Context: an optimization exercise on an open-source flow, tuned for small area, a short achievable clock period and few clock cycles. The choices shown serve that exercise and are no tape-out recipe. The RTL was checked by simulation tests, not by an equivalence proof against the original design.

==> flow/design.v, too long to show whole: its modules and the start of the top module <==
// module medema_median: 80 lines
// module medema_ema_step: 362 lines
// module medema_amul: 216 lines
// module medema_div: 245 lines
// module five_channel_median_ema_conditioner: 341 lines
module five_channel_median_ema_conditioner #(
	parameter int WINDOW      = 5,
	parameter int CAL_SAMPLES = 60,
	parameter int FRAC_BITS   = 8
) (
	input  logic                              clk,
	input  logic                              arst_n,
	input  logic                              req_valid,
	output logic                              req_ready,
	input  logic                              req_type,
	input  logic signed [medema_pkg::SAMPLE_W-1:0] req_thumb,
	input  logic signed [medema_pkg::SAMPLE_W-1:0] req_index,
	input  logic signed [medema_pkg::SAMPLE_W-1:0] req_middle,
	input  logic signed [medema_pkg::SAMPLE_W-1:0] req_ring,
	input  logic signed [medema_pkg::SAMPLE_W-1:0] req_pinky,
	output logic                              rsp_valid,
	input  logic                              rsp_ready,
	output logic                              rsp_kind,
	output logic [medema_pkg::SAMPLE_W-1:0]   rsp_bend_thumb,
	output logic [medema_pkg::SAMPLE_W-1:0]   rsp_bend_index,
	output logic [medema_pkg::SAMPLE_W-1:0]   rsp_bend_middle,
	output logic [medema_pkg::SAMPLE_W-1:0]   rsp_bend_ring,
	output logic [medema_pkg::SAMPLE_W-1:0]   rsp_bend_pinky,
	output logic signed [medema_pkg::SAMPLE_W-1:0] rsp_rest_thumb,
	output logic signed [medema_pkg::SAMPLE_W-1:0] rsp_rest_index,
	output logic signed [medema_pkg::SAMPLE_W-1:0] rsp_rest_middle,
	output logic signed [medema_pkg::SAMPLE_W-1:0] rsp_rest_ring,
	output logic signed [medema_pkg::SAMPLE_W-1:0] rsp_rest_pinky,
	input  logic                              cfg_valid,
	output logic                              cfg_ready,
	input  logic [medema_pkg::ALPHA_W-1:0]    cfg_alpha
);
  // ...
==> flow/run.sh <==
#!/bin/bash
# synth_recipe.tcl (not shown) runs the flow's synth.tcl, then flattens the netlist and writes it again
# the make line also repeats each setting of config.mk as NAME=value (left out here)
make -C /OpenROAD-flow-scripts/flow DESIGN_CONFIG=/design/flow/config.mk WORK_HOME=/design/flow/orfs CLKGATE_MAP_FILE= SYNTH_SCRIPT=/design/flow/synth_recipe.tcl finish
==> flow/config.mk <==
export PLATFORM = sky130hd
export DESIGN_NAME = five_channel_median_ema_conditioner
export DESIGN_NICKNAME = five_channel_median_ema_conditioner
export VERILOG_FILES = /design/flow/design.v
export SDC_FILE = /design/flow/constraint.sdc
export NUM_CORES = 4
export LEC_CHECK = 0
export CAP_MARGIN = 20
export CORE_MARGIN = 2
export CORE_UTILIZATION = 50
export SETUP_SLACK_MARGIN = 5
export SLEW_MARGIN = 20
==> flow/constraint.sdc <==
create_clock -name core_clock -period 10.0 [get_ports {clk}]
set_input_delay 2.0000 -clock core_clock [delete_from_list [all_inputs] [get_ports {clk}]]
set_output_delay 2.0000 -clock core_clock [all_outputs]
set_load 0.01 [all_outputs]
==> key figures, run 1 <==
Min path
  – Worst Hold Path EP: o1v_q

Floorplan
  – Row count: 171
  – Initial Util: 0.502
  – Chip height: 470 µm

Critical path
  – Capturing point of the worst reg2reg path: q_q[47]
  – Family with the most delay on the worst path: compound AO/OA/AOI/OAI gates
  – Startpoint type of the worst setup path: flip-flop
  – R2R setup slack: 4.42 ns
  – Critical Path AT: 6.16 ns
  – Worst-path fanout max: 4
  – WP data required: 10.58 ns
  – R2r worst-path depth: 19

CTS
  – Resized Gates After CTS: 725
  – H-tree levels: 4
  – Clk sink count: 1046

Cells and area
  – Share of layout cells above drive strength 1: 0.143
  – Fillers: ~19k
  – Fin cells: 15.3k
  – Multi-input logic area: 0.0751 mm²
  – Top Registers: win_q (320), ema_q (120), q_q (120)
  – Seq area share: 0.230
  – Commonest non-fill, non-tap cells in the layout: inv_1, nand2_1, xnor2_1
  – Clock buffer count: about 190
  – Post-route cell area: between 0.1 and 0.15 mm²
  – Multi-input comb cells: 8703
  – Clock-cell share: 0.0375

Yosys
  – Most frequent cell after synthesis: inv_1
  – Dominant synthesized flop cell: edfxtp_1
  – Netlist cell types: 108
  – Post-synthesis simple-gate area fraction: 0.117
  – Compound-Gate Fraction of Synth Area: 0.184

STA
  – Unrepaired setup endpoints after global routing: true
  – Worst setup margin: 4.42 ns
  – Hold WS: 0.478 ns
  – Clk_skew: 0.0453 ns

Status
  – Status: no timing/DRC/antenna violations

Placement
  – Placed insts: 14.6k

Global routing
  – Overall routing resource usage: 0.344
  – GR peak layer: met2

Route
  – Routed length on met3: 35300 µm
  – Via count: 94.3k
  – Max Used Layer: met5
Testbench counts, summed over its fixed seeds: cycles 2,472.
==> module medema_amul, before the edit <==
module medema_amul (
	input  logic [15:0] m,
	input  logic [4:0]  one,
	input  logic [3:0]  two,
	input  logic [3:0]  neg,
	output logic [23:0] q
);
	logic am1, am2, am3, am4, am5, am6, am7, am8, am9, am10, am11, am12, am13, am14, am15, am16;
	logic am17, am18, am19, am20, am21, am22, am23, am24, am25, am26, am27, am28, am29, am30, am31, am32;
	logic am33, am34, am35, am36, am37, am38, am39, am40, am41, am42, am43, am44, am45, am46, am47, am48;
	logic am49, am50, am51, am52, am53, am54, am55, am56, am57, am58, am59, am60, am61, am62, am63, am64;
	logic am65, am66, am67, am68, am69, am70, am71, am72, am73, am74, am75, am76, am77, am78, am79, am80;
	logic am81, am82, am83, am84, am85, am86, am87, am88, am89, am90, am91, am92, am93, am94, am95, am96;
	logic am97, am98, am99, am100, am101, am102, am103, am104, am105, am106, am107, am108, am109, am110, am111, am112;
	logic am113, am114, am115, am116, am117, am118, am119, am120, am121, am122, am123, am124, am125, am126, am127, am128;
	logic am129, am130, am131, am132, am133, am134, am135, am136, am137, am138, am139, am140, am141, am142, am143, am144;
	logic am145, am146, am147, am148, am149, am150, am151, am152, am153, am154, am155, am156, am157, am158, am159, am160;
	logic am161, am162, am163, am164, am165, am166, am167, am168, am169, am170, am171, am172, am173, am174, am175, am176;
	logic am177, am178, am179, am180, am181, am182, am183, am184, am185, am186, am187, am188, am189, am190, am191;
	assign am1 = (one[0] & m[0]) ^ neg[0];
	assign am2 = ((one[0] & m[1]) | (two[0] & m[0])) ^ neg[0];
	assign am3 = ((one[0] & m[2]) | (two[0] & m[1])) ^ neg[0];
	assign am4 = ((one[0] & m[3]) | (two[0] & m[2])) ^ neg[0];
	assign am5 = ((one[0] & m[4]) | (two[0] & m[3])) ^ neg[0];
	assign am6 = ((one[0] & m[5]) | (two[0] & m[4])) ^ neg[0];
	assign am7 = ((one[0] & m[6]) | (two[0] & m[5])) ^ neg[0];
	assign am8 = ((one[0] & m[7]) | (two[0] & m[6])) ^ neg[0];
	assign am9 = ((one[0] & m[8]) | (two[0] & m[7])) ^ neg[0];
	assign am10 = ((one[0] & m[9]) | (two[0] & m[8])) ^ neg[0];
	assign am11 = ((one[0] & m[10]) | (two[0] & m[9])) ^ neg[0];
	assign am12 = ((one[0] & m[11]) | (two[0] & m[10])) ^ neg[0];
	assign am13 = ((one[0] & m[12]) | (two[0] & m[11])) ^ neg[0];
	assign am14 = ((one[0] & m[13]) | (two[0] & m[12])) ^ neg[0];
	assign am15 = ((one[0] & m[14]) | (two[0] & m[13])) ^ neg[0];
	assign am16 = ((one[0] & m[15]) | (two[0] & m[14])) ^ neg[0];
	assign am17 = ((one[0] & m[15]) | (two[0] & m[15])) ^ neg[0];
	assign am18 = ~am17;
	assign am19 = (one[1] & m[0]) ^ neg[1];
	assign am20 = ((one[1] & m[1]) | (two[1] & m[0])) ^ neg[1];
	assign am21 = ((one[1] & m[2]) | (two[1] & m[1])) ^ neg[1];
	assign am22 = ((one[1] & m[3]) | (two[1] & m[2])) ^ neg[1];
	assign am23 = ((one[1] & m[4]) | (two[1] & m[3])) ^ neg[1];
	assign am24 = ((one[1] & m[5]) | (two[1] & m[4])) ^ neg[1];
	assign am25 = ((one[1] & m[6]) | (two[1] & m[5])) ^ neg[1];
	assign am26 = ((one[1] & m[7]) | (two[1] & m[6])) ^ neg[1];
	assign am27 = ((one[1] & m[8]) | (two[1] & m[7])) ^ neg[1];
	assign am28 = ((one[1] & m[9]) | (two[1] & m[8])) ^ neg[1];
	assign am29 = ((one[1] & m[10]) | (two[1] & m[9])) ^ neg[1];
	assign am30 = ((one[1] & m[11]) | (two[1] & m[10])) ^ neg[1];
	assign am31 = ((one[1] & m[12]) | (two[1] & m[11])) ^ neg[1];
	assign am32 = ((one[1] & m[13]) | (two[1] & m[12])) ^ neg[1];
	assign am33 = ((one[1] & m[14]) | (two[1] & m[13])) ^ neg[1];
	assign am34 = ((one[1] & m[15]) | (two[1] & m[14])) ^ neg[1];
	assign am35 = ((one[1] & m[15]) | (two[1] & m[15])) ^ neg[1];
	assign am36 = ~am35;
	assign am37 = (one[2] & m[0]) ^ neg[2];
	assign am38 = ((one[2] & m[1]) | (two[2] & m[0])) ^ neg[2];
	assign am39 = ((one[2] & m[2]) | (two[2] & m[1])) ^ neg[2];
	assign am40 = ((one[2] & m[3]) | (two[2] & m[2])) ^ neg[2];
	assign am41 = ((one[2] & m[4]) | (two[2] & m[3])) ^ neg[2];
	assign am42 = ((one[2] & m[5]) | (two[2] & m[4])) ^ neg[2];
	assign am43 = ((one[2] & m[6]) | (two[2] & m[5])) ^ neg[2];
	assign am44 = ((one[2] & m[7]) | (two[2] & m[6])) ^ neg[2];
	assign am45 = ((one[2] & m[8]) | (two[2] & m[7])) ^ neg[2];
	assign am46 = ((one[2] & m[9]) | (two[2] & m[8])) ^ neg[2];
	assign am47 = ((one[2] & m[10]) | (two[2] & m[9])) ^ neg[2];
	assign am48 = ((one[2] & m[11]) | (two[2] & m[10])) ^ neg[2];
	assign am49 = ((one[2] & m[12]) | (two[2] & m[11])) ^ neg[2];
	assign am50 = ((one[2] & m[13]) | (two[2] & m[12])) ^ neg[2];
	assign am51 = ((one[2] & m[14]) | (two[2] & m[13])) ^ neg[2];
	assign am52 = ((one[2] & m[15]) | (two[2] & m[14])) ^ neg[2];
	assign am53 = ((one[2] & m[15]) | (two[2] & m[15])) ^ neg[2];
	assign am54 = ~am53;
	assign am55 = (one[3] & m[0]) ^ neg[3];
	assign am56 = ((one[3] & m[1]) | (two[3] & m[0])) ^ neg[3];
	assign am57 = ((one[3] & m[2]) | (two[3] & m[1])) ^ neg[3];
	assign am58 = ((one[3] & m[3]) | (two[3] & m[2])) ^ neg[3];
	assign am59 = ((one[3] & m[4]) | (two[3] & m[3])) ^ neg[3];
	assign am60 = ((one[3] & m[5]) | (two[3] & m[4])) ^ neg[3];
	assign am61 = ((one[3] & m[6]) | (two[3] & m[5])) ^ neg[3];
	assign am62 = ((one[3] & m[7]) | (two[3] & m[6])) ^ neg[3];
	assign am63 = ((one[3] & m[8]) | (two[3] & m[7])) ^ neg[3];
	assign am64 = ((one[3] & m[9]) | (two[3] & m[8])) ^ neg[3];
	assign am65 = ((one[3] & m[10]) | (two[3] & m[9])) ^ neg[3];
	assign am66 = ((one[3] & m[11]) | (two[3] & m[10])) ^ neg[3];
	assign am67 = ((one[3] & m[12]) | (two[3] & m[11])) ^ neg[3];
	assign am68 = ((one[3] & m[13]) | (two[3] & m[12])) ^ neg[3];
	assign am69 = ((one[3] & m[14]) | (two[3] & m[13])) ^ neg[3];
	assign am70 = ((one[3] & m[15]) | (two[3] & m[14])) ^ neg[3];
	assign am71 = ((one[3] & m[15]) | (two[3] & m[15])) ^ neg[3];
	assign am72 = ~am71;
	assign am73 = one[4] & m[0];
	assign am74 = one[4] & m[1];
	assign am75 = one[4] & m[2];
	assign am76 = one[4] & m[3];
	assign am77 = one[4] & m[4];
	assign am78 = one[4] & m[5];
	assign am79 = one[4] & m[6];
	assign am80 = one[4] & m[7];
	assign am81 = one[4] & m[8];
	assign am82 = one[4] & m[9];
	assign am83 = one[4] & m[10];
	assign am84 = one[4] & m[11];
	assign am85 = one[4] & m[12];
	assign am86 = one[4] & m[13];
	assign am87 = one[4] & m[14];
	assign am88 = one[4] & m[15];
	assign am89 = ~am88;
	assign am90 = am7 ^ am23;
	assign am91 = am7 & am23;
	assign am92 = am8 ^ am24;
	assign am93 = am8 & am24;
	assign am94 = am9 ^ am25 ^ am41;
	assign am95 = (am9 & am25) | (am9 & am41) | (am25 & am41);
	assign am96 = am10 ^ am26 ^ am42;
	assign am97 = (am10 & am26) | (am10 & am42) | (am26 & am42);
	assign am98 = am11 ^ am27 ^ am43;
	assign am99 = (am11 & am27) | (am11 & am43) | (am27 & am43);
	assign am100 = am12 ^ am28 ^ am44;
	assign am101 = (am12 & am28) | (am12 & am44) | (am28 & am44);
	assign am102 = am13 ^ am29 ^ am45;
	assign am103 = (am13 & am29) | (am13 & am45) | (am29 & am45);
	assign am104 = am14 ^ am30 ^ am46;
	assign am105 = (am14 & am30) | (am14 & am46) | (am30 & am46);
	assign am106 = am15 ^ am31 ^ am47;
	assign am107 = (am15 & am31) | (am15 & am47) | (am31 & am47);
	assign am108 = am16 ^ am32 ^ am48;
	assign am109 = (am16 & am32) | (am16 & am48) | (am32 & am48);
	assign am110 = am18 ^ am33 ^ am49;
	assign am111 = (am18 & am33) | (am18 & am49) | (am33 & am49);
	assign am112 = am34 ^ am50 ^ am66;
	assign am113 = (am34 & am50) | (am34 & am66) | (am50 & am66);
	assign am114 = am36 ^ am51 ^ am67;
	assign am115 = (am36 & am51) | (am36 & am67) | (am51 & am67);
	assign am116 = am5 ^ am21;
	assign am117 = am5 & am21;
	assign am118 = am6 ^ am22;
	assign am119 = am6 & am22;
	assign am120 = am39 ^ am55 ^ neg[3];
	assign am121 = (am39 & am55) | (am39 & neg[3]) | (am55 & neg[3]);
	assign am122 = am40 ^ am56 ^ am91;
	assign am123 = (am40 & am56) | (am40 & am91) | (am56 & am91);
	assign am124 = am57 ^ am73 ^ am93;
	assign am125 = (am57 & am73) | (am57 & am93) | (am73 & am93);
	assign am126 = am58 ^ am74 ^ am95;
	assign am127 = (am58 & am74) | (am58 & am95) | (am74 & am95);
	assign am128 = am59 ^ am75 ^ am97;
	assign am129 = (am59 & am75) | (am59 & am97) | (am75 & am97);
	assign am130 = am60 ^ am76 ^ am99;
	assign am131 = (am60 & am76) | (am60 & am99) | (am76 & am99);
	assign am132 = am61 ^ am77 ^ am101;
	assign am133 = (am61 & am77) | (am61 & am101) | (am77 & am101);
	assign am134 = am62 ^ am78 ^ am103;
	assign am135 = (am62 & am78) | (am62 & am103) | (am78 & am103);
	assign am136 = am63 ^ am79 ^ am105;
	assign am137 = (am63 & am79) | (am63 & am105) | (am79 & am105);
	assign am138 = am64 ^ am80 ^ am107;
	assign am139 = (am64 & am80) | (am64 & am107) | (am80 & am107);
	assign am140 = am65 ^ am81 ^ am109;
	assign am141 = (am65 & am81) | (am65 & am109) | (am81 & am109);
	assign am142 = am82 ^ 1'b1 ^ am111;
	assign am143 = (am82 & 1'b1) | (am82 & am111) | (1'b1 & am111);
	assign am144 = am83 ^ 1'b1 ^ am113;
	assign am145 = (am83 & 1'b1) | (am83 & am113) | (1'b1 & am113);
	assign am146 = am52 ^ am68 ^ am84;
	assign am147 = (am52 & am68) | (am52 & am84) | (am68 & am84);
	assign am148 = am54 ^ am69 ^ am85;
	assign am149 = (am54 & am69) | (am54 & am85) | (am69 & am85);
	assign am150 = am3 ^ am19;
	assign am151 = am3 & am19;
	assign am152 = am4 ^ am20;
	assign am153 = am4 & am20;
	assign am154 = am37 ^ neg[2] ^ am116;
	assign am155 = (am37 & neg[2]) | (am37 & am116) | (neg[2] & am116);
	assign am156 = am38 ^ am117 ^ am118;
	assign am157 = (am38 & am117) | (am38 & am118) | (am117 & am118);
	assign am158 = am90 ^ am119 ^ am120;
	assign am159 = (am90 & am119) | (am90 & am120) | (am119 & am120);
	assign am160 = am92 ^ am121 ^ am122;
	assign am161 = (am92 & am121) | (am92 & am122) | (am121 & am122);
	assign am162 = am94 ^ am123 ^ am124;
	assign am163 = (am94 & am123) | (am94 & am124) | (am123 & am124);
	assign am164 = am96 ^ am125 ^ am126;
	assign am165 = (am96 & am125) | (am96 & am126) | (am125 & am126);
	assign am166 = am98 ^ am127 ^ am128;
	assign am167 = (am98 & am127) | (am98 & am128) | (am127 & am128);
	assign am168 = am100 ^ am129 ^ am130;
	assign am169 = (am100 & am129) | (am100 & am130) | (am129 & am130);
	assign am170 = am102 ^ am131 ^ am132;
	assign am171 = (am102 & am131) | (am102 & am132) | (am131 & am132);
	assign am172 = am104 ^ am133 ^ am134;
	assign am173 = (am104 & am133) | (am104 & am134) | (am133 & am134);
	assign am174 = am106 ^ am135 ^ am136;
	assign am175 = (am106 & am135) | (am106 & am136) | (am135 & am136);
	assign am176 = am108 ^ am137 ^ am138;
	assign am177 = (am108 & am137) | (am108 & am138) | (am137 & am138);
	assign am178 = am110 ^ am139 ^ am140;
	assign am179 = (am110 & am139) | (am110 & am140) | (am139 & am140);
	assign am180 = am112 ^ am141 ^ am142;
	assign am181 = (am112 & am141) | (am112 & am142) | (am141 & am142);
	assign am182 = am114 ^ am143 ^ am144;
	assign am183 = (am114 & am143) | (am114 & am144) | (am143 & am144);
	assign am184 = am115 ^ am145 ^ am146;
	assign am185 = (am115 & am145) | (am115 & am146) | (am145 & am146);
	assign am186 = 1'b1 ^ am147 ^ am148;
	assign am187 = (1'b1 & am147) | (1'b1 & am148) | (am147 & am148);
	assign am188 = am70 ^ am86 ^ am149;
	assign am189 = (am70 & am86) | (am70 & am149) | (am86 & am149);
	assign am190 = am72 ^ am87 ^ 1'b1;
	assign am191 = (am72 & am87) | (am72 & 1'b1) | (am87 & 1'b1);
	logic [23:0] amra, amrb, ams;
	assign amra = {am89, am189, am187, am185, am183, am181, am179, am177, am175, am173, am171, am169, am167, am165, am163, am161, am159, am157, am155, am153, am151, neg[1], am2, am1};
	assign amrb = {am191, am190, am188, am186, am184, am182, am180, am178, am176, am174, am172, am170, am168, am166, am164, am162, am160, am158, am156, am154, am152, am150, 1'b0, neg[0]};
	assign ams = amra + amrb;
	assign q = ams[23:0];
endmodule
==> run 2, diff against run 1 <==
--- a/flow/design.v
+++ b/flow/design.v
@@ -469,17 +469,345 @@
 	assign es323 = (es213 & es263) | (es213 & es264) | (es263 & es264);
 	assign es324 = q[22] ^ es265 ^ es266;
 	assign es325 = (q[22] & es265) | (q[22] & es266) | (es265 & es266);
 	assign es326 = es129 ^ q[23] ^ es267;
 	assign es327 = (es129 & q[23]) | (es129 & es267) | (q[23] & es267);
 	logic [31:0] esra, esrb, ess;
 	assign esra = {es325, es323, es321, es319, es317, es315, es313, es311, es309, es307, es305, es303, es301, es299, es297, es295, es293, es291, es289, es287, es285, es283, es281, es279, es277, es275, es273, es271, es269, neg[1], es2, es1};
 	assign esrb = {es326, es324, es322, es320, es318, es316, es314, es312, es310, es308, es306, es304, es302, es300, es298, es296, es294, es292, es290, es288, es286, es284, es282, es280, es278, es276, es274, es272, es270, es268, 1'b0, neg[0]};
-	assign ess = esra + esrb;
+	logic [31:0] esg0, esp0;
+	assign esg0 = esra & esrb;
+	assign esp0 = esra ^ esrb;
+	logic [31:0] esg1, esp1;
+	assign esg1[0] = esg0[0];
+	assign esp1[0] = esp0[0];
+	assign esg1[1] = esg0[1] | (esp0[1] & esg0[0]);
+	assign esp1[1] = esp0[1] & esp0[0];
+	assign esg1[2] = esg0[2] | (esp0[2] & esg0[1]);
+	assign esp1[2] = esp0[2] & esp0[1];
+	assign esg1[3] = esg0[3] | (esp0[3] & esg0[2]);
+	assign esp1[3] = esp0[3] & esp0[2];
+	assign esg1[4] = esg0[4] | (esp0[4] & esg0[3]);
+	assign esp1[4] = esp0[4] & esp0[3];
+	assign esg1[5] = esg0[5] | (esp0[5] & esg0[4]);
+	assign esp1[5] = esp0[5] & esp0[4];
+	assign esg1[6] = esg0[6] | (esp0[6] & esg0[5]);
+	assign esp1[6] = esp0[6] & esp0[5];
+	assign esg1[7] = esg0[7] | (esp0[7] & esg0[6]);
+	assign esp1[7] = esp0[7] & esp0[6];
+	assign esg1[8] = esg0[8] | (esp0[8] & esg0[7]);
+	assign esp1[8] = esp0[8] & esp0[7];
+	assign esg1[9] = esg0[9] | (esp0[9] & esg0[8]);
+	assign esp1[9] = esp0[9] & esp0[8];
+	assign esg1[10] = esg0[10] | (esp0[10] & esg0[9]);
+	assign esp1[10] = esp0[10] & esp0[9];
+	assign esg1[11] = esg0[11] | (esp0[11] & esg0[10]);
+	assign esp1[11] = esp0[11] & esp0[10];
+	assign esg1[12] = esg0[12] | (esp0[12] & esg0[11]);
+	assign esp1[12] = esp0[12] & esp0[11];
+	assign esg1[13] = esg0[13] | (esp0[13] & esg0[12]);
+	assign esp1[13] = esp0[13] & esp0[12];
+	assign esg1[14] = esg0[14] | (esp0[14] & esg0[13]);
+	assign esp1[14] = esp0[14] & esp0[13];
+	assign esg1[15] = esg0[15] | (esp0[15] & esg0[14]);
+	assign esp1[15] = esp0[15] & esp0[14];
+	assign esg1[16] = esg0[16] | (esp0[16] & esg0[15]);
+	assign esp1[16] = esp0[16] & esp0[15];
+	assign esg1[17] = esg0[17] | (esp0[17] & esg0[16]);
+	assign esp1[17] = esp0[17] & esp0[16];
+	assign esg1[18] = esg0[18] | (esp0[18] & esg0[17]);
+	assign esp1[18] = esp0[18] & esp0[17];
+	assign esg1[19] = esg0[19] | (esp0[19] & esg0[18]);
+	assign esp1[19] = esp0[19] & esp0[18];
+	assign esg1[20] = esg0[20] | (esp0[20] & esg0[19]);
+	assign esp1[20] = esp0[20] & esp0[19];
+	assign esg1[21] = esg0[21] | (esp0[21] & esg0[20]);
+	assign esp1[21] = esp0[21] & esp0[20];
+	assign esg1[22] = esg0[22] | (esp0[22] & esg0[21]);
+	assign esp1[22] = esp0[22] & esp0[21];
+	assign esg1[23] = esg0[23] | (esp0[23] & esg0[22]);
+	assign esp1[23] = esp0[23] & esp0[22];
+	assign esg1[24] = esg0[24] | (esp0[24] & esg0[23]);
+	assign esp1[24] = esp0[24] & esp0[23];
+	assign esg1[25] = esg0[25] | (esp0[25] & esg0[24]);
+	assign esp1[25] = esp0[25] & esp0[24];
+	assign esg1[26] = esg0[26] | (esp0[26] & esg0[25]);
+	assign esp1[26] = esp0[26] & esp0[25];
+	assign esg1[27] = esg0[27] | (esp0[27] & esg0[26]);
+	assign esp1[27] = esp0[27] & esp0[26];
+	assign esg1[28] = esg0[28] | (esp0[28] & esg0[27]);
+	assign esp1[28] = esp0[28] & esp0[27];
+	assign esg1[29] = esg0[29] | (esp0[29] & esg0[28]);
+	assign esp1[29] = esp0[29] & esp0[28];
+	assign esg1[30] = esg0[30] | (esp0[30] & esg0[29]);
+	assign esp1[30] = esp0[30] & esp0[29];
+	assign esg1[31] = esg0[31] | (esp0[31] & esg0[30]);
+	assign esp1[31] = esp0[31] & esp0[30];
+	logic [31:0] esg2, esp2;
+	assign esg2[0] = esg1[0];
+	assign esp2[0] = esp1[0];
+	assign esg2[1] = esg1[1];
+	assign esp2[1] = esp1[1];
+	assign esg2[2] = esg1[2] | (esp1[2] & esg1[0]);
+	assign esp2[2] = esp1[2] & esp1[0];
+	assign esg2[3] = esg1[3] | (esp1[3] & esg1[1]);
+	assign esp2[3] = esp1[3] & esp1[1];
+	assign esg2[4] = esg1[4] | (esp1[4] & esg1[2]);
+	assign esp2[4] = esp1[4] & esp1[2];
+	assign esg2[5] = esg1[5] | (esp1[5] & esg1[3]);
+	assign esp2[5] = esp1[5] & esp1[3];
+	assign esg2[6] = esg1[6] | (esp1[6] & esg1[4]);
+	assign esp2[6] = esp1[6] & esp1[4];
+	assign esg2[7] = esg1[7] | (esp1[7] & esg1[5]);
+	assign esp2[7] = esp1[7] & esp1[5];
+	assign esg2[8] = esg1[8] | (esp1[8] & esg1[6]);
+	assign esp2[8] = esp1[8] & esp1[6];
+	assign esg2[9] = esg1[9] | (esp1[9] & esg1[7]);
+	assign esp2[9] = esp1[9] & esp1[7];
+	assign esg2[10] = esg1[10] | (esp1[10] & esg1[8]);
+	assign esp2[10] = esp1[10] & esp1[8];
+	assign esg2[11] = esg1[11] | (esp1[11] & esg1[9]);
+	assign esp2[11] = esp1[11] & esp1[9];
+	assign esg2[12] = esg1[12] | (esp1[12] & esg1[10]);
+	assign esp2[12] = esp1[12] & esp1[10];
+	assign esg2[13] = esg1[13] | (esp1[13] & esg1[11]);
+	assign esp2[13] = esp1[13] & esp1[11];
+	assign esg2[14] = esg1[14] | (esp1[14] & esg1[12]);
+	assign esp2[14] = esp1[14] & esp1[12];
+	assign esg2[15] = esg1[15] | (esp1[15] & esg1[13]);
+	assign esp2[15] = esp1[15] & esp1[13];
+	assign esg2[16] = esg1[16] | (esp1[16] & esg1[14]);
+	assign esp2[16] = esp1[16] & esp1[14];
+	assign esg2[17] = esg1[17] | (esp1[17] & esg1[15]);
+	assign esp2[17] = esp1[17] & esp1[15];
+	assign esg2[18] = esg1[18] | (esp1[18] & esg1[16]);
+	assign esp2[18] = esp1[18] & esp1[16];
+	assign esg2[19] = esg1[19] | (esp1[19] & esg1[17]);
+	assign esp2[19] = esp1[19] & esp1[17];
+	assign esg2[20] = esg1[20] | (esp1[20] & esg1[18]);
+	assign esp2[20] = esp1[20] & esp1[18];
+	assign esg2[21] = esg1[21] | (esp1[21] & esg1[19]);
+	assign esp2[21] = esp1[21] & esp1[19];
+	assign esg2[22] = esg1[22] | (esp1[22] & esg1[20]);
+	assign esp2[22] = esp1[22] & esp1[20];
+	assign esg2[23] = esg1[23] | (esp1[23] & esg1[21]);
+	assign esp2[23] = esp1[23] & esp1[21];
+	assign esg2[24] = esg1[24] | (esp1[24] & esg1[22]);
+	assign esp2[24] = esp1[24] & esp1[22];
+	assign esg2[25] = esg1[25] | (esp1[25] & esg1[23]);
+	assign esp2[25] = esp1[25] & esp1[23];
+	assign esg2[26] = esg1[26] | (esp1[26] & esg1[24]);
+	assign esp2[26] = esp1[26] & esp1[24];
+	assign esg2[27] = esg1[27] | (esp1[27] & esg1[25]);
+	assign esp2[27] = esp1[27] & esp1[25];
+	assign esg2[28] = esg1[28] | (esp1[28] & esg1[26]);
+	assign esp2[28] = esp1[28] & esp1[26];
+	assign esg2[29] = esg1[29] | (esp1[29] & esg1[27]);
+	assign esp2[29] = esp1[29] & esp1[27];
+	assign esg2[30] = esg1[30] | (esp1[30] & esg1[28]);
+	assign esp2[30] = esp1[30] & esp1[28];
+	assign esg2[31] = esg1[31] | (esp1[31] & esg1[29]);
+	assign esp2[31] = esp1[31] & esp1[29];
+	logic [31:0] esg3, esp3;
+	assign esg3[0] = esg2[0];
+	assign esp3[0] = esp2[0];
+	assign esg3[1] = esg2[1];
+	assign esp3[1] = esp2[1];
+	assign esg3[2] = esg2[2];
+	assign esp3[2] = esp2[2];
+	assign esg3[3] = esg2[3];
+	assign esp3[3] = esp2[3];
+	assign esg3[4] = esg2[4] | (esp2[4] & esg2[0]);
+	assign esp3[4] = esp2[4] & esp2[0];
+	assign esg3[5] = esg2[5] | (esp2[5] & esg2[1]);
+	assign esp3[5] = esp2[5] & esp2[1];
+	assign esg3[6] = esg2[6] | (esp2[6] & esg2[2]);
+	assign esp3[6] = esp2[6] & esp2[2];
+	assign esg3[7] = esg2[7] | (esp2[7] & esg2[3]);
+	assign esp3[7] = esp2[7] & esp2[3];
+	assign esg3[8] = esg2[8] | (esp2[8] & esg2[4]);
+	assign esp3[8] = esp2[8] & esp2[4];
+	assign esg3[9] = esg2[9] | (esp2[9] & esg2[5]);
+	assign esp3[9] = esp2[9] & esp2[5];
+	assign esg3[10] = esg2[10] | (esp2[10] & esg2[6]);
+	assign esp3[10] = esp2[10] & esp2[6];
+	assign esg3[11] = esg2[11] | (esp2[11] & esg2[7]);
+	assign esp3[11] = esp2[11] & esp2[7];
+	assign esg3[12] = esg2[12] | (esp2[12] & esg2[8]);
+	assign esp3[12] = esp2[12] & esp2[8];
+	assign esg3[13] = esg2[13] | (esp2[13] & esg2[9]);
+	assign esp3[13] = esp2[13] & esp2[9];
+	assign esg3[14] = esg2[14] | (esp2[14] & esg2[10]);
+	assign esp3[14] = esp2[14] & esp2[10];
+	assign esg3[15] = esg2[15] | (esp2[15] & esg2[11]);
+	assign esp3[15] = esp2[15] & esp2[11];
+	assign esg3[16] = esg2[16] | (esp2[16] & esg2[12]);
+	assign esp3[16] = esp2[16] & esp2[12];
+	assign esg3[17] = esg2[17] | (esp2[17] & esg2[13]);
+	assign esp3[17] = esp2[17] & esp2[13];
+	assign esg3[18] = esg2[18] | (esp2[18] & esg2[14]);
+	assign esp3[18] = esp2[18] & esp2[14];
+	assign esg3[19] = esg2[19] | (esp2[19] & esg2[15]);
+	assign esp3[19] = esp2[19] & esp2[15];
+	assign esg3[20] = esg2[20] | (esp2[20] & esg2[16]);
+	assign esp3[20] = esp2[20] & esp2[16];
+	assign esg3[21] = esg2[21] | (esp2[21] & esg2[17]);
+	assign esp3[21] = esp2[21] & esp2[17];
+	assign esg3[22] = esg2[22] | (esp2[22] & esg2[18]);
+	assign esp3[22] = esp2[22] & esp2[18];
+	assign esg3[23] = esg2[23] | (esp2[23] & esg2[19]);
+	assign esp3[23] = esp2[23] & esp2[19];
+	assign esg3[24] = esg2[24] | (esp2[24] & esg2[20]);
+	assign esp3[24] = esp2[24] & esp2[20];
+	assign esg3[25] = esg2[25] | (esp2[25] & esg2[21]);
+	assign esp3[25] = esp2[25] & esp2[21];
+	assign esg3[26] = esg2[26] | (esp2[26] & esg2[22]);
+	assign esp3[26] = esp2[26] & esp2[22];
+	assign esg3[27] = esg2[27] | (esp2[27] & esg2[23]);
+	assign esp3[27] = esp2[27] & esp2[23];
+	assign esg3[28] = esg2[28] | (esp2[28] & esg2[24]);
+	assign esp3[28] = esp2[28] & esp2[24];
+	assign esg3[29] = esg2[29] | (esp2[29] & esg2[25]);
+	assign esp3[29] = esp2[29] & esp2[25];
+	assign esg3[30] = esg2[30] | (esp2[30] & esg2[26]);
+	assign esp3[30] = esp2[30] & esp2[26];
+	assign esg3[31] = esg2[31] | (esp2[31] & esg2[27]);
+	assign esp3[31] = esp2[31] & esp2[27];
+	logic [31:0] esg4, esp4;
+	assign esg4[0] = esg3[0];
+	assign esp4[0] = esp3[0];
+	assign esg4[1] = esg3[1];
+	assign esp4[1] = esp3[1];
+	assign esg4[2] = esg3[2];
+	assign esp4[2] = esp3[2];
+	assign esg4[3] = esg3[3];
+	assign esp4[3] = esp3[3];
+	assign esg4[4] = esg3[4];
+	assign esp4[4] = esp3[4];
+	assign esg4[5] = esg3[5];
+	assign esp4[5] = esp3[5];
+	assign esg4[6] = esg3[6];
+	assign esp4[6] = esp3[6];
+	assign esg4[7] = esg3[7];
+	assign esp4[7] = esp3[7];
+	assign esg4[8] = esg3[8] | (esp3[8] & esg3[0]);
+	assign esp4[8] = esp3[8] & esp3[0];
+	assign esg4[9] = esg3[9] | (esp3[9] & esg3[1]);
+	assign esp4[9] = esp3[9] & esp3[1];
+	assign esg4[10] = esg3[10] | (esp3[10] & esg3[2]);
+	assign esp4[10] = esp3[10] & esp3[2];
+	assign esg4[11] = esg3[11] | (esp3[11] & esg3[3]);
+	assign esp4[11] = esp3[11] & esp3[3];
+	assign esg4[12] = esg3[12] | (esp3[12] & esg3[4]);
+	assign esp4[12] = esp3[12] & esp3[4];
+	assign esg4[13] = esg3[13] | (esp3[13] & esg3[5]);
+	assign esp4[13] = esp3[13] & esp3[5];
+	assign esg4[14] = esg3[14] | (esp3[14] & esg3[6]);
+	assign esp4[14] = esp3[14] & esp3[6];
+	assign esg4[15] = esg3[15] | (esp3[15] & esg3[7]);
+	assign esp4[15] = esp3[15] & esp3[7];
+	assign esg4[16] = esg3[16] | (esp3[16] & esg3[8]);
+	assign esp4[16] = esp3[16] & esp3[8];
+	assign esg4[17] = esg3[17] | (esp3[17] & esg3[9]);
+	assign esp4[17] = esp3[17] & esp3[9];
+	assign esg4[18] = esg3[18] | (esp3[18] & esg3[10]);
+	assign esp4[18] = esp3[18] & esp3[10];
+	assign esg4[19] = esg3[19] | (esp3[19] & esg3[11]);
+	assign esp4[19] = esp3[19] & esp3[11];
+	assign esg4[20] = esg3[20] | (esp3[20] & esg3[12]);
+	assign esp4[20] = esp3[20] & esp3[12];
+	assign esg4[21] = esg3[21] | (esp3[21] & esg3[13]);
+	assign esp4[21] = esp3[21] & esp3[13];
+	assign esg4[22] = esg3[22] | (esp3[22] & esg3[14]);
+	assign esp4[22] = esp3[22] & esp3[14];
+	assign esg4[23] = esg3[23] | (esp3[23] & esg3[15]);
+	assign esp4[23] = esp3[23] & esp3[15];
+	assign esg4[24] = esg3[24] | (esp3[24] & esg3[16]);
+	assign esp4[24] = esp3[24] & esp3[16];
+	assign esg4[25] = esg3[25] | (esp3[25] & esg3[17]);
+	assign esp4[25] = esp3[25] & esp3[17];
+	assign esg4[26] = esg3[26] | (esp3[26] & esg3[18]);
+	assign esp4[26] = esp3[26] & esp3[18];
+	assign esg4[27] = esg3[27] | (esp3[27] & esg3[19]);
+	assign esp4[27] = esp3[27] & esp3[19];
+	assign esg4[28] = esg3[28] | (esp3[28] & esg3[20]);
+	assign esp4[28] = esp3[28] & esp3[20];
+	assign esg4[29] = esg3[29] | (esp3[29] & esg3[21]);
+	assign esp4[29] = esp3[29] & esp3[21];
+	assign esg4[30] = esg3[30] | (esp3[30] & esg3[22]);
+	assign esp4[30] = esp3[30] & esp3[22];
+	assign esg4[31] = esg3[31] | (esp3[31] & esg3[23]);
+	assign esp4[31] = esp3[31] & esp3[23];
+	logic [31:0] esg5, esp5;
+	assign esg5[0] = esg4[0];
+	assign esp5[0] = esp4[0];
+	assign esg5[1] = esg4[1];
+	assign esp5[1] = esp4[1];
+	assign esg5[2] = esg4[2];
+	assign esp5[2] = esp4[2];
+	assign esg5[3] = esg4[3];
+	assign esp5[3] = esp4[3];
+	assign esg5[4] = esg4[4];
+	assign esp5[4] = esp4[4];
+	assign esg5[5] = esg4[5];
+	assign esp5[5] = esp4[5];
+	assign esg5[6] = esg4[6];
+	assign esp5[6] = esp4[6];
+	assign esg5[7] = esg4[7];
+	assign esp5[7] = esp4[7];
+	assign esg5[8] = esg4[8];
+	assign esp5[8] = esp4[8];
+	assign esg5[9] = esg4[9];
+	assign esp5[9] = esp4[9];
+	assign esg5[10] = esg4[10];
+	assign esp5[10] = esp4[10];
+	assign esg5[11] = esg4[11];
+	assign esp5[11] = esp4[11];
+	assign esg5[12] = esg4[12];
+	assign esp5[12] = esp4[12];
+	assign esg5[13] = esg4[13];
+	assign esp5[13] = esp4[13];
+	assign esg5[14] = esg4[14];
+	assign esp5[14] = esp4[14];
+	assign esg5[15] = esg4[15];
+	assign esp5[15] = esp4[15];
+	assign esg5[16] = esg4[16] | (esp4[16] & esg4[0]);
+	assign esp5[16] = esp4[16] & esp4[0];
+	assign esg5[17] = esg4[17] | (esp4[17] & esg4[1]);
+	assign esp5[17] = esp4[17] & esp4[1];
+	assign esg5[18] = esg4[18] | (esp4[18] & esg4[2]);
+	assign esp5[18] = esp4[18] & esp4[2];
+	assign esg5[19] = esg4[19] | (esp4[19] & esg4[3]);
+	assign esp5[19] = esp4[19] & esp4[3];
+	assign esg5[20] = esg4[20] | (esp4[20] & esg4[4]);
+	assign esp5[20] = esp4[20] & esp4[4];
+	assign esg5[21] = esg4[21] | (esp4[21] & esg4[5]);
+	assign esp5[21] = esp4[21] & esp4[5];
+	assign esg5[22] = esg4[22] | (esp4[22] & esg4[6]);
+	assign esp5[22] = esp4[22] & esp4[6];
+	assign esg5[23] = esg4[23] | (esp4[23] & esg4[7]);
+	assign esp5[23] = esp4[23] & esp4[7];
+	assign esg5[24] = esg4[24] | (esp4[24] & esg4[8]);
+	assign esp5[24] = esp4[24] & esp4[8];
+	assign esg5[25] = esg4[25] | (esp4[25] & esg4[9]);
+	assign esp5[25] = esp4[25] & esp4[9];
+	assign esg5[26] = esg4[26] | (esp4[26] & esg4[10]);
+	assign esp5[26] = esp4[26] & esp4[10];
+	assign esg5[27] = esg4[27] | (esp4[27] & esg4[11]);
+	assign esp5[27] = esp4[27] & esp4[11];
+	assign esg5[28] = esg4[28] | (esp4[28] & esg4[12]);
+	assign esp5[28] = esp4[28] & esp4[12];
+	assign esg5[29] = esg4[29] | (esp4[29] & esg4[13]);
+	assign esp5[29] = esp4[29] & esp4[13];
+	assign esg5[30] = esg4[30] | (esp4[30] & esg4[14]);
+	assign esp5[30] = esp4[30] & esp4[14];
+	assign esg5[31] = esg4[31] | (esp4[31] & esg4[15]);
+	assign esp5[31] = esp4[31] & esp4[15];
+	assign ess = esp0 ^ {esg5[30:0], 1'b0};
 	assign e_next = ess[31:8];
 endmodule
 module medema_amul (
 	input  logic [15:0] m,
 	input  logic [4:0]  one,
 	input  logic [3:0]  two,
 	input  logic [3:0]  neg,
 	output logic [23:0] q
@@ -685,17 +1013,265 @@
 	assign am187 = (1'b1 & am147) | (1'b1 & am148) | (am147 & am148);
 	assign am188 = am70 ^ am86 ^ am149;
 	assign am189 = (am70 & am86) | (am70 & am149) | (am86 & am149);
 	assign am190 = am72 ^ am87 ^ 1'b1;
 	assign am191 = (am72 & am87) | (am72 & 1'b1) | (am87 & 1'b1);
 	logic [23:0] amra, amrb, ams;
 	assign amra = {am89, am189, am187, am185, am183, am181, am179, am177, am175, am173, am171, am169, am167, am165, am163, am161, am159, am157, am155, am153, am151, neg[1], am2, am1};
 	assign amrb = {am191, am190, am188, am186, am184, am182, am180, am178, am176, am174, am172, am170, am168, am166, am164, am162, am160, am158, am156, am154, am152, am150, 1'b0, neg[0]};
-	assign ams = amra + amrb;
+	logic [23:0] amg0, amp0;
+	assign amg0 = amra & amrb;
+	assign amp0 = amra ^ amrb;
+	logic [23:0] amg1, amp1;
+	assign amg1[0] = amg0[0];
+	assign amp1[0] = amp0[0];
+	assign amg1[1] = amg0[1] | (amp0[1] & amg0[0]);
+	assign amp1[1] = amp0[1] & amp0[0];
+	assign amg1[2] = amg0[2] | (amp0[2] & amg0[1]);
+	assign amp1[2] = amp0[2] & amp0[1];
+	assign amg1[3] = amg0[3] | (amp0[3] & amg0[2]);
+	assign amp1[3] = amp0[3] & amp0[2];
+	assign amg1[4] = amg0[4] | (amp0[4] & amg0[3]);
+	assign amp1[4] = amp0[4] & amp0[3];
+	assign amg1[5] = amg0[5] | (amp0[5] & amg0[4]);
+	assign amp1[5] = amp0[5] & amp0[4];
+	assign amg1[6] = amg0[6] | (amp0[6] & amg0[5]);
+	assign amp1[6] = amp0[6] & amp0[5];
+	assign amg1[7] = amg0[7] | (amp0[7] & amg0[6]);
+	assign amp1[7] = amp0[7] & amp0[6];
+	assign amg1[8] = amg0[8] | (amp0[8] & amg0[7]);
+	assign amp1[8] = amp0[8] & amp0[7];
+	assign amg1[9] = amg0[9] | (amp0[9] & amg0[8]);
+	assign amp1[9] = amp0[9] & amp0[8];
+	assign amg1[10] = amg0[10] | (amp0[10] & amg0[9]);
+	assign amp1[10] = amp0[10] & amp0[9];
+	assign amg1[11] = amg0[11] | (amp0[11] & amg0[10]);
+	assign amp1[11] = amp0[11] & amp0[10];
+	assign amg1[12] = amg0[12] | (amp0[12] & amg0[11]);
+	assign amp1[12] = amp0[12] & amp0[11];
+	assign amg1[13] = amg0[13] | (amp0[13] & amg0[12]);
+	assign amp1[13] = amp0[13] & amp0[12];
+	assign amg1[14] = amg0[14] | (amp0[14] & amg0[13]);
+	assign amp1[14] = amp0[14] & amp0[13];
+	assign amg1[15] = amg0[15] | (amp0[15] & amg0[14]);
+	assign amp1[15] = amp0[15] & amp0[14];
+	assign amg1[16] = amg0[16] | (amp0[16] & amg0[15]);
+	assign amp1[16] = amp0[16] & amp0[15];
+	assign amg1[17] = amg0[17] | (amp0[17] & amg0[16]);
+	assign amp1[17] = amp0[17] & amp0[16];
+	assign amg1[18] = amg0[18] | (amp0[18] & amg0[17]);
+	assign amp1[18] = amp0[18] & amp0[17];
+	assign amg1[19] = amg0[19] | (amp0[19] & amg0[18]);
+	assign amp1[19] = amp0[19] & amp0[18];
+	assign amg1[20] = amg0[20] | (amp0[20] & amg0[19]);
+	assign amp1[20] = amp0[20] & amp0[19];
+	assign amg1[21] = amg0[21] | (amp0[21] & amg0[20]);
+	assign amp1[21] = amp0[21] & amp0[20];
+	assign amg1[22] = amg0[22] | (amp0[22] & amg0[21]);
+	assign amp1[22] = amp0[22] & amp0[21];
+	assign amg1[23] = amg0[23] | (amp0[23] & amg0[22]);
+	assign amp1[23] = amp0[23] & amp0[22];
+	logic [23:0] amg2, amp2;
+	assign amg2[0] = amg1[0];
+	assign amp2[0] = amp1[0];
+	assign amg2[1] = amg1[1];
+	assign amp2[1] = amp1[1];
+	assign amg2[2] = amg1[2] | (amp1[2] & amg1[0]);
+	assign amp2[2] = amp1[2] & amp1[0];
+	assign amg2[3] = amg1[3] | (amp1[3] & amg1[1]);
+	assign amp2[3] = amp1[3] & amp1[1];
+	assign amg2[4] = amg1[4] | (amp1[4] & amg1[2]);
+	assign amp2[4] = amp1[4] & amp1[2];
+	assign amg2[5] = amg1[5] | (amp1[5] & amg1[3]);
+	assign amp2[5] = amp1[5] & amp1[3];
+	assign amg2[6] = amg1[6] | (amp1[6] & amg1[4]);
+	assign amp2[6] = amp1[6] & amp1[4];
+	assign amg2[7] = amg1[7] | (amp1[7] & amg1[5]);
+	assign amp2[7] = amp1[7] & amp1[5];
+	assign amg2[8] = amg1[8] | (amp1[8] & amg1[6]);
+	assign amp2[8] = amp1[8] & amp1[6];
+	assign amg2[9] = amg1[9] | (amp1[9] & amg1[7]);
+	assign amp2[9] = amp1[9] & amp1[7];
+	assign amg2[10] = amg1[10] | (amp1[10] & amg1[8]);
+	assign amp2[10] = amp1[10] & amp1[8];
+	assign amg2[11] = amg1[11] | (amp1[11] & amg1[9]);
+	assign amp2[11] = amp1[11] & amp1[9];
+	assign amg2[12] = amg1[12] | (amp1[12] & amg1[10]);
+	assign amp2[12] = amp1[12] & amp1[10];
+	assign amg2[13] = amg1[13] | (amp1[13] & amg1[11]);
+	assign amp2[13] = amp1[13] & amp1[11];
+	assign amg2[14] = amg1[14] | (amp1[14] & amg1[12]);
+	assign amp2[14] = amp1[14] & amp1[12];
+	assign amg2[15] = amg1[15] | (amp1[15] & amg1[13]);
+	assign amp2[15] = amp1[15] & amp1[13];
+	assign amg2[16] = amg1[16] | (amp1[16] & amg1[14]);
+	assign amp2[16] = amp1[16] & amp1[14];
+	assign amg2[17] = amg1[17] | (amp1[17] & amg1[15]);
+	assign amp2[17] = amp1[17] & amp1[15];
+	assign amg2[18] = amg1[18] | (amp1[18] & amg1[16]);
+	assign amp2[18] = amp1[18] & amp1[16];
+	assign amg2[19] = amg1[19] | (amp1[19] & amg1[17]);
+	assign amp2[19] = amp1[19] & amp1[17];
+	assign amg2[20] = amg1[20] | (amp1[20] & amg1[18]);
+	assign amp2[20] = amp1[20] & amp1[18];
+	assign amg2[21] = amg1[21] | (amp1[21] & amg1[19]);
+	assign amp2[21] = amp1[21] & amp1[19];
+	assign amg2[22] = amg1[22] | (amp1[22] & amg1[20]);
+	assign amp2[22] = amp1[22] & amp1[20];
+	assign amg2[23] = amg1[23] | (amp1[23] & amg1[21]);
+	assign amp2[23] = amp1[23] & amp1[21];
+	logic [23:0] amg3, amp3;
+	assign amg3[0] = amg2[0];
+	assign amp3[0] = amp2[0];
+	assign amg3[1] = amg2[1];
+	assign amp3[1] = amp2[1];
+	assign amg3[2] = amg2[2];
+	assign amp3[2] = amp2[2];
+	assign amg3[3] = amg2[3];
+	assign amp3[3] = amp2[3];
+	assign amg3[4] = amg2[4] | (amp2[4] & amg2[0]);
+	assign amp3[4] = amp2[4] & amp2[0];
+	assign amg3[5] = amg2[5] | (amp2[5] & amg2[1]);
+	assign amp3[5] = amp2[5] & amp2[1];
+	assign amg3[6] = amg2[6] | (amp2[6] & amg2[2]);
+	assign amp3[6] = amp2[6] & amp2[2];
+	assign amg3[7] = amg2[7] | (amp2[7] & amg2[3]);
+	assign amp3[7] = amp2[7] & amp2[3];
+	assign amg3[8] = amg2[8] | (amp2[8] & amg2[4]);
+	assign amp3[8] = amp2[8] & amp2[4];
+	assign amg3[9] = amg2[9] | (amp2[9] & amg2[5]);
+	assign amp3[9] = amp2[9] & amp2[5];
+	assign amg3[10] = amg2[10] | (amp2[10] & amg2[6]);
+	assign amp3[10] = amp2[10] & amp2[6];
+	assign amg3[11] = amg2[11] | (amp2[11] & amg2[7]);
+	assign amp3[11] = amp2[11] & amp2[7];
+	assign amg3[12] = amg2[12] | (amp2[12] & amg2[8]);
+	assign amp3[12] = amp2[12] & amp2[8];
+	assign amg3[13] = amg2[13] | (amp2[13] & amg2[9]);
+	assign amp3[13] = amp2[13] & amp2[9];
+	assign amg3[14] = amg2[14] | (amp2[14] & amg2[10]);
+	assign amp3[14] = amp2[14] & amp2[10];
+	assign amg3[15] = amg2[15] | (amp2[15] & amg2[11]);
+	assign amp3[15] = amp2[15] & amp2[11];
+	assign amg3[16] = amg2[16] | (amp2[16] & amg2[12]);
+	assign amp3[16] = amp2[16] & amp2[12];
+	assign amg3[17] = amg2[17] | (amp2[17] & amg2[13]);
+	assign amp3[17] = amp2[17] & amp2[13];
+	assign amg3[18] = amg2[18] | (amp2[18] & amg2[14]);
+	assign amp3[18] = amp2[18] & amp2[14];
+	assign amg3[19] = amg2[19] | (amp2[19] & amg2[15]);
+	assign amp3[19] = amp2[19] & amp2[15];
+	assign amg3[20] = amg2[20] | (amp2[20] & amg2[16]);
+	assign amp3[20] = amp2[20] & amp2[16];
+	assign amg3[21] = amg2[21] | (amp2[21] & amg2[17]);
+	assign amp3[21] = amp2[21] & amp2[17];
+	assign amg3[22] = amg2[22] | (amp2[22] & amg2[18]);
+	assign amp3[22] = amp2[22] & amp2[18];
+	assign amg3[23] = amg2[23] | (amp2[23] & amg2[19]);
+	assign amp3[23] = amp2[23] & amp2[19];
+	logic [23:0] amg4, amp4;
+	assign amg4[0] = amg3[0];
+	assign amp4[0] = amp3[0];
+	assign amg4[1] = amg3[1];
+	assign amp4[1] = amp3[1];
+	assign amg4[2] = amg3[2];
+	assign amp4[2] = amp3[2];
+	assign amg4[3] = amg3[3];
+	assign amp4[3] = amp3[3];
+	assign amg4[4] = amg3[4];
+	assign amp4[4] = amp3[4];
+	assign amg4[5] = amg3[5];
+	assign amp4[5] = amp3[5];
+	assign amg4[6] = amg3[6];
+	assign amp4[6] = amp3[6];
+	assign amg4[7] = amg3[7];
+	assign amp4[7] = amp3[7];
+	assign amg4[8] = amg3[8] | (amp3[8] & amg3[0]);
+	assign amp4[8] = amp3[8] & amp3[0];
+	assign amg4[9] = amg3[9] | (amp3[9] & amg3[1]);
+	assign amp4[9] = amp3[9] & amp3[1];
+	assign amg4[10] = amg3[10] | (amp3[10] & amg3[2]);
+	assign amp4[10] = amp3[10] & amp3[2];
+	assign amg4[11] = amg3[11] | (amp3[11] & amg3[3]);
+	assign amp4[11] = amp3[11] & amp3[3];
+	assign amg4[12] = amg3[12] | (amp3[12] & amg3[4]);
+	assign amp4[12] = amp3[12] & amp3[4];
+	assign amg4[13] = amg3[13] | (amp3[13] & amg3[5]);
+	assign amp4[13] = amp3[13] & amp3[5];
+	assign amg4[14] = amg3[14] | (amp3[14] & amg3[6]);
+	assign amp4[14] = amp3[14] & amp3[6];
+	assign amg4[15] = amg3[15] | (amp3[15] & amg3[7]);
+	assign amp4[15] = amp3[15] & amp3[7];
+	assign amg4[16] = amg3[16] | (amp3[16] & amg3[8]);
+	assign amp4[16] = amp3[16] & amp3[8];
+	assign amg4[17] = amg3[17] | (amp3[17] & amg3[9]);
+	assign amp4[17] = amp3[17] & amp3[9];
+	assign amg4[18] = amg3[18] | (amp3[18] & amg3[10]);
+	assign amp4[18] = amp3[18] & amp3[10];
+	assign amg4[19] = amg3[19] | (amp3[19] & amg3[11]);
+	assign amp4[19] = amp3[19] & amp3[11];
+	assign amg4[20] = amg3[20] | (amp3[20] & amg3[12]);
+	assign amp4[20] = amp3[20] & amp3[12];
+	assign amg4[21] = amg3[21] | (amp3[21] & amg3[13]);
+	assign amp4[21] = amp3[21] & amp3[13];
+	assign amg4[22] = amg3[22] | (amp3[22] & amg3[14]);
+	assign amp4[22] = amp3[22] & amp3[14];
+	assign amg4[23] = amg3[23] | (amp3[23] & amg3[15]);
+	assign amp4[23] = amp3[23] & amp3[15];
+	logic [23:0] amg5, amp5;
+	assign amg5[0] = amg4[0];
+	assign amp5[0] = amp4[0];
+	assign amg5[1] = amg4[1];
+	assign amp5[1] = amp4[1];
+	assign amg5[2] = amg4[2];
+	assign amp5[2] = amp4[2];
+	assign amg5[3] = amg4[3];
+	assign amp5[3] = amp4[3];
+	assign amg5[4] = amg4[4];
+	assign amp5[4] = amp4[4];
+	assign amg5[5] = amg4[5];
+	assign amp5[5] = amp4[5];
+	assign amg5[6] = amg4[6];
+	assign amp5[6] = amp4[6];
+	assign amg5[7] = amg4[7];
+	assign amp5[7] = amp4[7];
+	assign amg5[8] = amg4[8];
+	assign amp5[8] = amp4[8];
+	assign amg5[9] = amg4[9];
+	assign amp5[9] = amp4[9];
+	assign amg5[10] = amg4[10];
+	assign amp5[10] = amp4[10];
+	assign amg5[11] = amg4[11];
+	assign amp5[11] = amp4[11];
+	assign amg5[12] = amg4[12];
+	assign amp5[12] = amp4[12];
+	assign amg5[13] = amg4[13];
+	assign amp5[13] = amp4[13];
+	assign amg5[14] = amg4[14];
+	assign amp5[14] = amp4[14];
+	assign amg5[15] = amg4[15];
+	assign amp5[15] = amp4[15];
+	assign amg5[16] = amg4[16] | (amp4[16] & amg4[0]);
+	assign amp5[16] = amp4[16] & amp4[0];
+	assign amg5[17] = amg4[17] | (amp4[17] & amg4[1]);
+	assign amp5[17] = amp4[17] & amp4[1];
+	assign amg5[18] = amg4[18] | (amp4[18] & amg4[2]);
+	assign amp5[18] = amp4[18] & amp4[2];
+	assign amg5[19] = amg4[19] | (amp4[19] & amg4[3]);
+	assign amp5[19] = amp4[19] & amp4[3];
+	assign amg5[20] = amg4[20] | (amp4[20] & amg4[4]);
+	assign amp5[20] = amp4[20] & amp4[4];
+	assign amg5[21] = amg4[21] | (amp4[21] & amg4[5]);
+	assign amp5[21] = amp4[21] & amp4[5];
+	assign amg5[22] = amg4[22] | (amp4[22] & amg4[6]);
+	assign amp5[22] = amp4[22] & amp4[6];
+	assign amg5[23] = amg4[23] | (amp4[23] & amg4[7]);
+	assign amp5[23] = amp4[23] & amp4[7];
+	assign ams = amp0 ^ {amg5[22:0], 1'b0};
 	assign q = ams[23:0];
 endmodule
 module medema_div (
 	input  logic [22:0] sum,
 	output logic [15:0] quotient
 );
 	logic nsign, cy;
 	assign nsign = ~sum[22];
==> key figures, run 2 <==
Status
  – Status: no timing/DRC/antenna violations (unchanged)

Cells and area
  – Commonest non-fill, non-tap cells in the layout: inv_1, nand2_1, xnor2_1 (unchanged)
  – Share of layout cells above drive strength 1: 0.142 (was 0.143)
  – Commonest non-fill, non-tap cell in the layout: inv_1 (unchanged)
  – Max FFs per register: 320 (unchanged)
  – Top Registers: win_q (320), ema_q (120), q_q (120) (unchanged)
  – Multi-input logic area: 0.0734 mm² (was 0.0751 mm²)
  – Area Overhead vs Synth: 18.1% (was 18.0%)
  – Fin cells: 14.6k (was 15.3k)
  – Fillers: 18.1k (was 18.7k)
  – Final Util: 0.593 (was 0.592)
  – Top reg by flops: win_q (unchanged)
  – Sequential cell area: 0.0294 mm² (about the same)
  – Total Nets Final: 13.1k (was 13.8k)

Critical path
  – CP Cell Sequence: buf_12 > buf_8 > o22ai_1 > xor2_1 > fa_1 > inv_1 > fa_2 > fa_2 > ha_2 > a21o_1 > a21o_1 > a21oi_2 > o22ai_2 > o21ai_1 > o211ai_1 > buf_4 > o31ai_4 > buf_6 > a21oi_4 > o41ai_2 > xnor2_1 > mux2i_1 > o21a_1 (was buf_12 > a22oi_2 > xnor2_2 > fa_2 > fa_1 > inv_1 > fa_1 > inv_2 > ha_4 > a21o_1 > a21o_1 > or3b_4 > a41oi_4 > nor3_2 > o31a_1 > o21a_1 > or4_4 > a2111o_1 > o211a_1)
  – Critical path class: reg -> reg (unchanged)
  – Critical Path AT: 6.09 ns (was 6.16 ns)
  – Family with the most delay on the worst path: compound AO/OA/AOI/OAI gates (unchanged)
  – Endpoint type of the worst setup path: flip-flop (unchanged)
  – CP Buf/Inv Count: 5 (was 3)
  – Startpoint type of the worst setup path: flip-flop (unchanged)
  – WP data required: 10.71 ns (was 10.58 ns)
  – CP max stage delay: 0.59 ns (was 0.70 ns)
  – Worst-path fanout max: 6 (was 4)
  – CP max stage cell: fa_2 (was dfstp_4)

CTS
  – H-tree levels: 4 (unchanged)
  – Clk sink count: 1046 (unchanged)
  – Latest clock arrival within the worst-skew pair: 0.84 ns (was 0.85 ns)
  – CTS Buf Count: 136 (was 138)
  – CTS Root Cell: clkbuf_16 (unchanged)
  – CTS Buffer Depth: 3 (unchanged)
  – CTS tree: built (unchanged)
  – Hold bufs inserted after CTS: 0 (unchanged)
  – Worst-path clk slew: 0.06 ns (about the same)

Floorplan
  – Chip height: 463 µm (was 470 µm)
  – Row count: 168 (was 171)
  – Core Region: 0.209 mm² (was 0.217 mm²)
  – Die Wd: 463 µm (was 470 µm)
  – Initial Util: 0.503 (was 0.502)
  – Boundary Pins: 259 (unchanged)
  – Die area: 0.214 mm² (was 0.221 mm²)

Global routing
  – First-pass GRT wire length: 560000 µm (was 583000 µm)
  – Overall routing resource usage: 0.339 (was 0.344)
  – Met2 usage: 0.504 (was 0.519)
  – GR peak layer: met2 (unchanged)
  – Met3 usage: 0.0590 (was 0.0605)
  – Largest net degree at the start of global routing: 235 (was 171)
  – Initial antenna violation count: 26 (unchanged)
  – Vias in the first global route: 88.0k (was 91.9k)
  – Total grt overflow: 0 (unchanged)
  – Met1 usage: 0.486 (was 0.478)

STA
  – Max-slew violations: 0 (unchanged)
  – Unrepaired setup endpoints after global routing: true (unchanged)
  – Fin crit share: 0.538 (was 0.558)
  – Final setup vio count: 0 (unchanged)
  – Setup TNS Final: 0 ns (unchanged)
  – Fmax: 186 MHz (was 179 MHz)
  – Slew margin rel.: 0.196 (was 0.269)
  – Final critical-path required period: 5.38 ns (was 5.58 ns)
  – Slew @ Worst Pin: 1.21 ns (was 1.09 ns)
  – Worst setup margin: 4.62 ns (was 4.42 ns)
  – Clk_skew: 0.0370 ns (was 0.0453 ns)
  – Final Hold Vio Count: 0 (unchanged)

Route
  – Residual DRC: 0 (unchanged)
  – Post-Route WL: 377000 µm (was 392000 µm)
  – Via count: 90.9k (was 94.3k)
  – Pre-antenna DRT Iters: 7 (was 10)
  – Vias per Instance: 6.24 (was 6.17)
  – Starting DRT DRC Count: 9801 (was 9714)
  – Drt wl/cell: 25.9 µm (was 25.6 µm)
  – Antenna viol nets, final: 0 (unchanged)

Yosys
  – Synthesized net count: 12.8k (was 13.5k)
  – Dominant synthesized flop cell: edfxtp_1 (unchanged)
  – Most frequent cell after synthesis: inv_1 (unchanged)
  – Synthesis Warnings: 2 (unchanged)
  – Netlist cell types: 97 (was 108)
  – Commonest cells in the netlist: inv_1, nand2_1, xnor2_1 (unchanged)
  – Post-synthesis cell count: 11.3k (was 12.0k)
  – Synth Register Bits: 1046 (unchanged)
  – Mapped Area: 0.105 mm² (was 0.109 mm²)
  – Number of synthesized flops with an enable pin: 601 (unchanged)
  – Cell taking the most area after synthesis: edfxtp_1 (unchanged)
  – Ys async rst share: 0.425 (unchanged)
  – Yosys top cell area share: 0.172 (was 0.166)
  – Register area share after synthesis: 0.278 (was 0.269)
  – Post-synthesis area per instance: 9.28 µm² (was 9.03 µm²)
  – Top post-synthesis cells by area: edfxtp_1, fa_1, dfrtp_1 (unchanged)

Min path
  – Min-delay worst type: reg -> reg (unchanged)

Placement
  – Buffers on Ports: 257 (unchanged)
  – Placed insts: 13.8k (was 14.6k)
  – Routability-driven placement congestion ratio: 0.937 (was 0.957)
  – Pre-CTS setup slack: 2.27 ns (was 3.09 ns)
  – Detailed placement HPWL: 256000 µm (was 271000 µm)

Job
  – MaxCap Viol Count: 0 (unchanged)
run 2: cell families after synthesis:
kind of cell | share of synthesized area
compound gates | 0.193
simple gates | 0.115
buf+inv | 0.0631
fa+ha+maj | 0.231
xor+xnor | 0.111
flops | 0.278
mux | 0.00931
other cells | 0.0000356
run 2: what timing repair did:
item,CTS,global route
gates resized for setup,638,547
pin swaps,272,271
setup buffers,230,182
setup endpoints to repair,803,325
gates cloned,31,12
run 2: worst paths after layout:
| check | endpoint | from | slack [ns] | depth (start not counted) |
|---|---|---|---|---|
| min in group asynchronous | ema_q[100] | arst_n | 1.09 | 1 |
| min | win_q[245] | win_q[229] | 0.48 | 0 |
| max in group asynchronous | sum_q[2] | arst_n | 6.89 | 3 |
| max | ema_q[95] | bi_two_q[0] | 4.62 | 23 |
| min reg2reg | win_q[245] | win_q[229] | 0.48 | 0 |
| max reg2reg | ema_q[95] | bi_two_q[0] | 4.62 | 23 |
run 2: per-stage QoR:
| stage | hold WS [ns] | cell area [µm²] |
|---|---|---|
| after floorplan | 0.443 | 106000 |
| after global placement | 0.461 | 110000 |
| after detailed placement | 0.465 | 110000 |
| after CTS | 0.478 | 121000 |
| after global routing | 0.488 | 124000 |
| final | 0.483 | 124000 |
run 2: cell type report:
class	instances	share of cell area
flip-flops and latches	1046	0.237
diodes	7	0.000141
multi-input cells	8533	0.591
repair buffers	820	0.0727
clock buffers	180	0.0302
well taps	2805	0.0282
inverters	1086	0.0345
repair inverters	3	0.000393
clock inverters	72	0.00658
run 2: metal layers:
| metal | part of all wire | vias to the layer above |
|---|---|---|
| li1 | - | 40401 |
| met1 | 0.43 | 45397 |
| met2 | 0.43 | 4295 |
| met3 | 0.089 | 744 |
| met4 | 0.050 | 20 |
| met5 | 0.00037 | - |
Testbench counts of run 2, summed over its fixed seeds: cycles 2,472.

## re-timing with driven ports
How much do the figures lean on ideal ports? The routed layouts below were timed once more, with nothing changed but the port constraints.
Step 1: set_driving_cell puts a clkbuf_16 on clk and a buf_2 on each other input, an assumption about the parent block.
Step 2 adds t to the input delays and takes it off the output delays; t is the mean of the earliest and latest rising clock arrival at the registers after step 1. Input paths then give back, and output paths get back, about the clock's delay inside the block.
Three values: ideal ports, drivers, drivers and shift; two values: the first two.
| run | shift t [ns] | slack for setup (ns) | worst setup path at the end | worst slew at a driven data input, ns |
|---|---|---|---|---|
| run 1 | 0.907 | 4.419 / 4.419 / 4.074 | input to register | 0.20 |
| run 2 | 0.915 | 4.619 / 4.619 / 4.089 | input to register | 0.23 |
After both steps every run listed still meets setup and hold. For run 2, which loses most, drivers alone change the setup slack by 0.000 ns; drivers and shift together by -0.530 ns.
